Background: an optimization exercise with open tools, aiming at small area, a short achievable clock period and few clock cycles per item. Do not read the settings as production practice.
At most, simulation tests tie the RTL to the original design; equivalence was not proved.

== the reference run ==
==> flow/design.v (excerpt) <==
module fc_top (
  input  logic        clk,
  input  logic        rst_n,
  input  logic        act_valid,
  input  logic [15:0] act_data,
  output logic        act_ready,
  input  logic        weight_valid,
  input  logic [23:0] weight_data,
  output logic        weight_ready,
  output logic        result_valid,
  output logic [48:0] result,
  input  logic        result_ready
);
Size: about 2600 cells after synthesis, about 540 flip-flops, ~28000 um2 of cells after synthesis.
export LEC_CHECK = 0
export ABC_CLOCK_PERIOD_IN_PS = 2600
export CAP_MARGIN = 20
export CORE_MARGIN = 2
export CORE_UTILIZATION = 40
export CTS_BUF_LIST = sky130_fd_sc_hd__clkbuf_8 sky130_fd_sc_hd__clkbuf_16
export CTS_CLUSTER_DIAMETER = 80
export CTS_CLUSTER_SIZE = 24
export PLACE_DENSITY = 0.6
export SETUP_SLACK_MARGIN = 3.6
export SLEW_MARGIN = 20
create_clock -name core_clock -period 6.0 [get_ports {clk}]
standard.sh (not shown) runs the stock make flow with config.mk's settings and CLKGATE_MAP_FILE= SYNTH_SCRIPT=/design/flow/synth_recipe.tcl, a recipe that flattens the netlist after the stock synthesis.
==> flow/flow/run.sh <==
#!/bin/bash
# The standard layout (the standard.sh, unchanged synthesis and steps), with
# one change: the port buffers that placement inserts are plain buf_2 cells
# rather than the delay-cell buffers the resizer picks by default, which later
# repair (restricted to the same cell footprint) cannot resize.
set -euo pipefail
bash standard.sh "BUFFER_PORTS_ARGS=-buffer_cell sky130_fd_sc_hd__buf_2" finish > standard.log 2>&1
Testbench counts of the reference run, summed over its fixed seeds: cycles 5,160, vectors 320.
[inputs] the trial run vs the reference run
--- a/flow/design.v
+++ b/flow/design.v
@@ -127,27 +127,27 @@
 );
   for (genvar k = 0; k < 4; k++)
   begin : g_dig
     logic lo;
     assign lo     = (k == 0) ? 1'b0 : a[2*k-1];
     assign one[k] = a[2*k] ^ lo;
     assign two[k] = (a[2*k+1] & ~a[2*k] & ~lo) | (~a[2*k+1] & a[2*k] & lo);
   end
 endmodule
 module fc_acc_add (
   input  logic [18:0] acc,
-  input  logic [1:0]  cin,
+  input  logic [2:0]  cin,
   input  logic [15:0] row_a,
   input  logic [15:0] row_b,
   output logic [18:0] sum,
-  output logic [1:0]  cout
+  output logic [2:0]  cout
 );
   wire s1, s2;
   assign {s2, s1} = acc[0] + row_a[0];
   wire s3, s4;
   assign {s4, s3} = acc[1] + row_a[1];
   wire s5, s6;
   assign {s6, s5} = acc[2] + row_a[2] + row_b[2];
   wire s7, s8;
   assign {s8, s7} = acc[3] + row_a[3] + row_b[3];
   wire s9, s10;
   assign {s10, s9} = acc[4] + row_a[4] + row_b[4];
@@ -173,34 +173,36 @@
   assign {s30, s29} = acc[14] + row_a[14] + row_b[14];
   wire s31, s32;
   assign {s32, s31} = acc[15] + 1'b1;
   wire s33, s34;
   assign {s34, s33} = acc[16] + 1'b1;
   wire s35, s36;
   assign {s36, s35} = acc[17] + 1'b1;
   wire s37, s38;
   assign {s38, s37} = acc[18] + 1'b1;
   wire [18:0] sa = {s36, s34, s32, s30, s28, s26, s24, s22, s20, s18, s16, s14, s12, s10, s8, s6, s4, s2, s1};
   wire [18:0] sb = {s37, s35, s33, s31, s29, s27, s25, s23, s21, s19, s17, s15, s13, s11, s9, s7, s5, s3, row_b[0]};
-  assign {cout[0], sum[6:0]} = 8'(sa[6:0]) + 8'(sb[6:0]);
-  wire [7:0] g1 = {1'b0, sa[12:7], cin[0]} + {1'b0, sb[12:7], cin[0]};
-  assign {cout[1], sum[12:7]} = g1[7:1];
-  wire [7:0] g2 = {1'b0, sa[18:13], cin[1]} + {1'b0, sb[18:13], cin[1]};
-  assign sum[18:13] = g2[6:1];
+  assign {cout[0], sum[4:0]} = 6'(sa[4:0]) + 6'(sb[4:0]);
+  wire [6:0] g1 = {1'b0, sa[9:5], cin[0]} + {1'b0, sb[9:5], cin[0]};
+  assign {cout[1], sum[9:5]} = g1[6:1];
+  wire [6:0] g2 = {1'b0, sa[14:10], cin[1]} + {1'b0, sb[14:10], cin[1]};
+  assign {cout[2], sum[14:10]} = g2[6:1];
+  wire [5:0] g3 = {1'b0, sa[18:15], cin[2]} + {1'b0, sb[18:15], cin[2]};
+  assign sum[18:15] = g3[4:1];
 endmodule
 module fc_acc_value (
   input  logic [18:0] acc,
-  input  logic [1:0]  cq,
+  input  logic [2:0]  cq,
   output logic [18:0] v
 );
-  assign v = acc + ((19'(cq[0]) << 7) | (19'(cq[1]) << 13));
+  assign v = acc + ((19'(cq[0]) << 5) | (19'(cq[1]) << 10) | (19'(cq[2]) << 15));
 endmodule
 `default_nettype wire
 `timescale 1ns/1ps
 `default_nettype none
 module fc_top (
   input  logic        clk,
   input  logic        rst_n,
   input  logic        act_valid,
   input  logic [15:0] act_data,
   output logic        act_ready,
   input  logic        weight_valid,
@@ -354,23 +356,23 @@
   end
   always_ff @(posedge clk)
   begin
     s1_ph      <= m_ph;
     s1_first_n <= !(wx && (m_idx == 3'd0));
     s1_v       <= wx;
     s1_z       <= (m_idx == 3'd0);
     s2_ph <= s1_ph;
     if (s2_last)
       pend_g <= s2_ph;
   end
-  localparam int NCUT = 2;    
+  localparam int NCUT = 3;    
   logic [41:0] res_q;
   logic        res_g;
   for (genvar b = 0; b < 2; b++)
   begin : g_img
     logic [3:0] one_n, two_n, one_r, two_r;
     fc_booth_enc u_enc (
       .a   (ring[0][8*b +: 8]),
       .one (one_n),
       .two (two_n)
     );
     always_ff @(posedge clk)
Results
Sort the trial run and the reference run by area of the die asc -> top: the reference run
From the reference run to the trial run the numbers moved as follows: total number of H-tree levels rose by 1.
The trial run reports a lower timing-limited maximum frequency than the reference run does.
Compared to the reference run, the trial run has fill cell total of the finished layout about 2% higher.
Final critical-path share of the clock period in the trial run is 0.32 points higher than in the reference run
Summary: with the reference run as the reference, multi-input logic area in the trial run moved up by a few percent.
The fraction of final layout cells sized beyond drive strength 1 on the reference run is in line with that on the trial run.
For the trial run, only the layout was checked, not whether the RTL still works.

---

== north ==
Another version of the RTL of fc_top (not shown whole).
Size: roughly 2500 cells after synthesis, about 520 flip-flops.
## fc_top
module fc_top (
  input  logic        clk,
  input  logic        rst_n,
  input  logic        act_valid,
  input  logic [15:0] act_data,
  output logic        act_ready,
  input  logic        weight_valid,
  input  logic [23:0] weight_data,
  output logic        weight_ready,
  output logic        result_valid,
  output logic [48:0] result,
  input  logic        result_ready
);
  logic [15:0] ring [8];        
  logic [2:0]  tk;              
  logic [2:0]  a_idx;           
  logic        a_ahead;         
  logic        wr;
  logic        idle;
  logic [2:0]  m_idx;           
  logic        m_ph;            
  logic        wx;              
  logic        w_last;
  logic [23:0] w_r;
  logic        s1_first, s1_last, s1_ph;
  logic        s2_last, s2_ph;
  logic        pend;            
  logic        pend_g;
  logic        res_load;
  assign idle = !a_ahead && (a_idx == 3'd0) && !m_ph && (m_idx == 3'd0);
  assign wr = act_valid && act_ready;
  assign wx     = weight_valid && weight_ready;
  assign w_last = (m_idx == 3'd7);
  assign res_load = pend && (!result_valid || result_ready);
  always_ff @(posedge clk)
  begin
    ring[0] <= wr ? act_data : ring[7];
    for (int k = 1; k < 8; k++)
      ring[k] <= ring[k-1];
    w_r <= wx ? weight_data : 24'd0;
  end
  logic [2:0] tk_n, a_idx_n, m_idx_n;
  logic       a_ahead_n, m_ph_n, pend_n, rv_n;
  always_comb
  begin
    tk_n      = (idle && !wr) ? 3'd0 : tk + 1'b1;
    a_idx_n   = a_idx + wr;
    a_ahead_n = a_ahead ^ ((wr && (a_idx == 3'd7)) != (wx && m_ph && w_last));
    m_idx_n   = m_idx + wx;
    m_ph_n    = m_ph ^ (wx && w_last);
    pend_n    = s2_last || (pend && !res_load);
    rv_n      = res_load || (result_valid && !result_ready);
  end
  logic [3:0] act_rdy_c, w_rdy_c;
  for (genvar c = 0; c < 4; c++)
  begin : g_rdy
    localparam bit WR = c[1];
    localparam bit WX = c[0];
    logic [2:0] tk_x, a_idx_x, m_idx_x;
    logic       a_ahead_x, m_ph_x;
    always_comb
    begin
      tk_x      = (idle && !WR) ? 3'd0 : tk + 1'b1;
      a_idx_x   = a_idx + WR;
  ...
Settings: LEC_CHECK=0, ABC_CLOCK_PERIOD_IN_PS=2600, CAP_MARGIN=20, CORE_MARGIN=2, CORE_UTILIZATION=40, PLACE_DENSITY=0.6, SETUP_SLACK_MARGIN=3.4, SLEW_MARGIN=20; clock period 6.0 ns.
run.sh (not shown) runs the stock make flow with config.mk's settings and CLKGATE_MAP_FILE= SYNTH_SCRIPT=/design/flow/synth_recipe.tcl, a recipe that flattens the netlist after the stock synthesis.
Stock flow here: none of the scripts above is used.
north ended with every stage complete and zero timing, DRC or antenna violations.
Edits applied to the flow inputs when going from north to south:
-- flow/design.v --
<<< north, line 134
module fc_acc_add (
  input  logic [18:0] acc,
  input  logic [0:0]  cin,
  input  logic [15:0] row_a,
  input  logic [15:0] row_b,
  output logic [18:0] sum,
  output logic [0:0]  cout
);
  wire s1, s2;
>>> south, line 134
module fc_acc_add (
  input  logic [18:0] acc,
  input  logic [1:0]  cin,
  input  logic [15:0] row_a,
  input  logic [15:0] row_b,
  output logic [18:0] sum,
  output logic [1:0]  cout
);
  wire s1, s2;
<<< north, line 180
  wire [18:0] sa = {s36, s34, s32, s30, s28, s26, s24, s22, s20, s18, s16, s14, s12, s10, s8, s6, s4, s2, s1};
  wire [18:0] sb = {s37, s35, s33, s31, s29, s27, s25, s23, s21, s19, s17, s15, s13, s11, s9, s7, s5, s3, row_b[0]};
  assign {cout[0], sum[9:0]} = 11'(sa[9:0]) + 11'(sb[9:0]);
  assign sum[18:10] = sa[18:10] + sb[18:10] + 9'(cin[0]);
endmodule
module fc_acc_value (
  input  logic [18:0] acc,
  input  logic [0:0]  cq,
  output logic [18:0] v
);
  assign v = acc + ((19'(cq[0]) << 10));
endmodule
`default_nettype wire
>>> south, line 180
  wire [18:0] sa = {s36, s34, s32, s30, s28, s26, s24, s22, s20, s18, s16, s14, s12, s10, s8, s6, s4, s2, s1};
  wire [18:0] sb = {s37, s35, s33, s31, s29, s27, s25, s23, s21, s19, s17, s15, s13, s11, s9, s7, s5, s3, row_b[0]};
  assign {cout[0], sum[6:0]} = 8'(sa[6:0]) + 8'(sb[6:0]);
  assign {cout[1], sum[12:7]} = 7'(sa[12:7]) + 7'(sb[12:7]) + 7'(cin[0]);
  assign sum[18:13] = sa[18:13] + sb[18:13] + 6'(cin[1]);
endmodule
module fc_acc_value (
  input  logic [18:0] acc,
  input  logic [1:0]  cq,
  output logic [18:0] v
);
  assign v = acc + ((19'(cq[0]) << 7) | (19'(cq[1]) << 13));
endmodule
`default_nettype wire
<<< north, line 320
      pend_g <= s2_ph;
  end
  localparam int NCUT = 1;    
  logic [41:0] res_q;
  logic        res_g;
>>> south, line 321
      pend_g <= s2_ph;
  end
  localparam int NCUT = 2;    
  logic [41:0] res_q;
  logic        res_g;
==> comparison <==
Across north and south, the outcome is the same: a clean finish for every run.
Comparing detailed-routed wire length on met3 for north and south, the bigger number came from north.
south ended up with a higher number of fill cells in the layout than north did.
Lower simple-gate area share of the yosys netlist was reported by south, not north.
The met1 track demand over resource in south sits 0.72 points below the value recorded for north.
south vs north, critical path capture point: g_img[1].g_lane[2].cq[1] vs g_img[0].g_lane[1].acc[17]
Compared with north, south shows a lower data-path buffer share of cell area in the final layout.
Testbench counts of south, summed over its fixed seeds: cycles 5,160, vectors 320.
Only the layout flow was run in north; the RTL was not checked for function there.

[static timing again, ports no longer ideal]
The flow's constraints put no driver on any port. The routed layouts listed below were extracted and timed again, unchanged, in two steps.
Step 1 sets driving cells, clkbuf_16 on the clock port and buf_2 on the other inputs (assumed; they add their load-dependent delay and slew).
Step 2 times the ports against the registers' clock, not the clock port: input delays grow and output delays shrink by t, the midpoint of the rising clock arrivals with the driver on.
a / b / c = ideal / step 1 / step 2; a / b = the first two.
run | shift t [ns] | setup WS [ns] | hold slack, ns | pins driven straight from the clock port
the reference run | 0.686 | 3.614 / 3.550 / 3.152 | 0.316 / 0.316 / 0.316 | 1
the trial run | 0.646 | 3.594 / 3.547 / 3.147 | 0.325 / 0.325 / 0.325 | 1
north | 0.651 | 3.062 / 3.062 / 3.062 | 0.324 / 0.324 / 0.324 | 1
south | 0.672 | 3.338 / 3.338 / 2.850 | 0.283 / 0.283 / 0.283 | 1
After both steps every run listed still meets setup and hold. For south, which loses most, drivers alone change the setup slack by 0.000 ns; drivers and shift together by -0.488 ns.
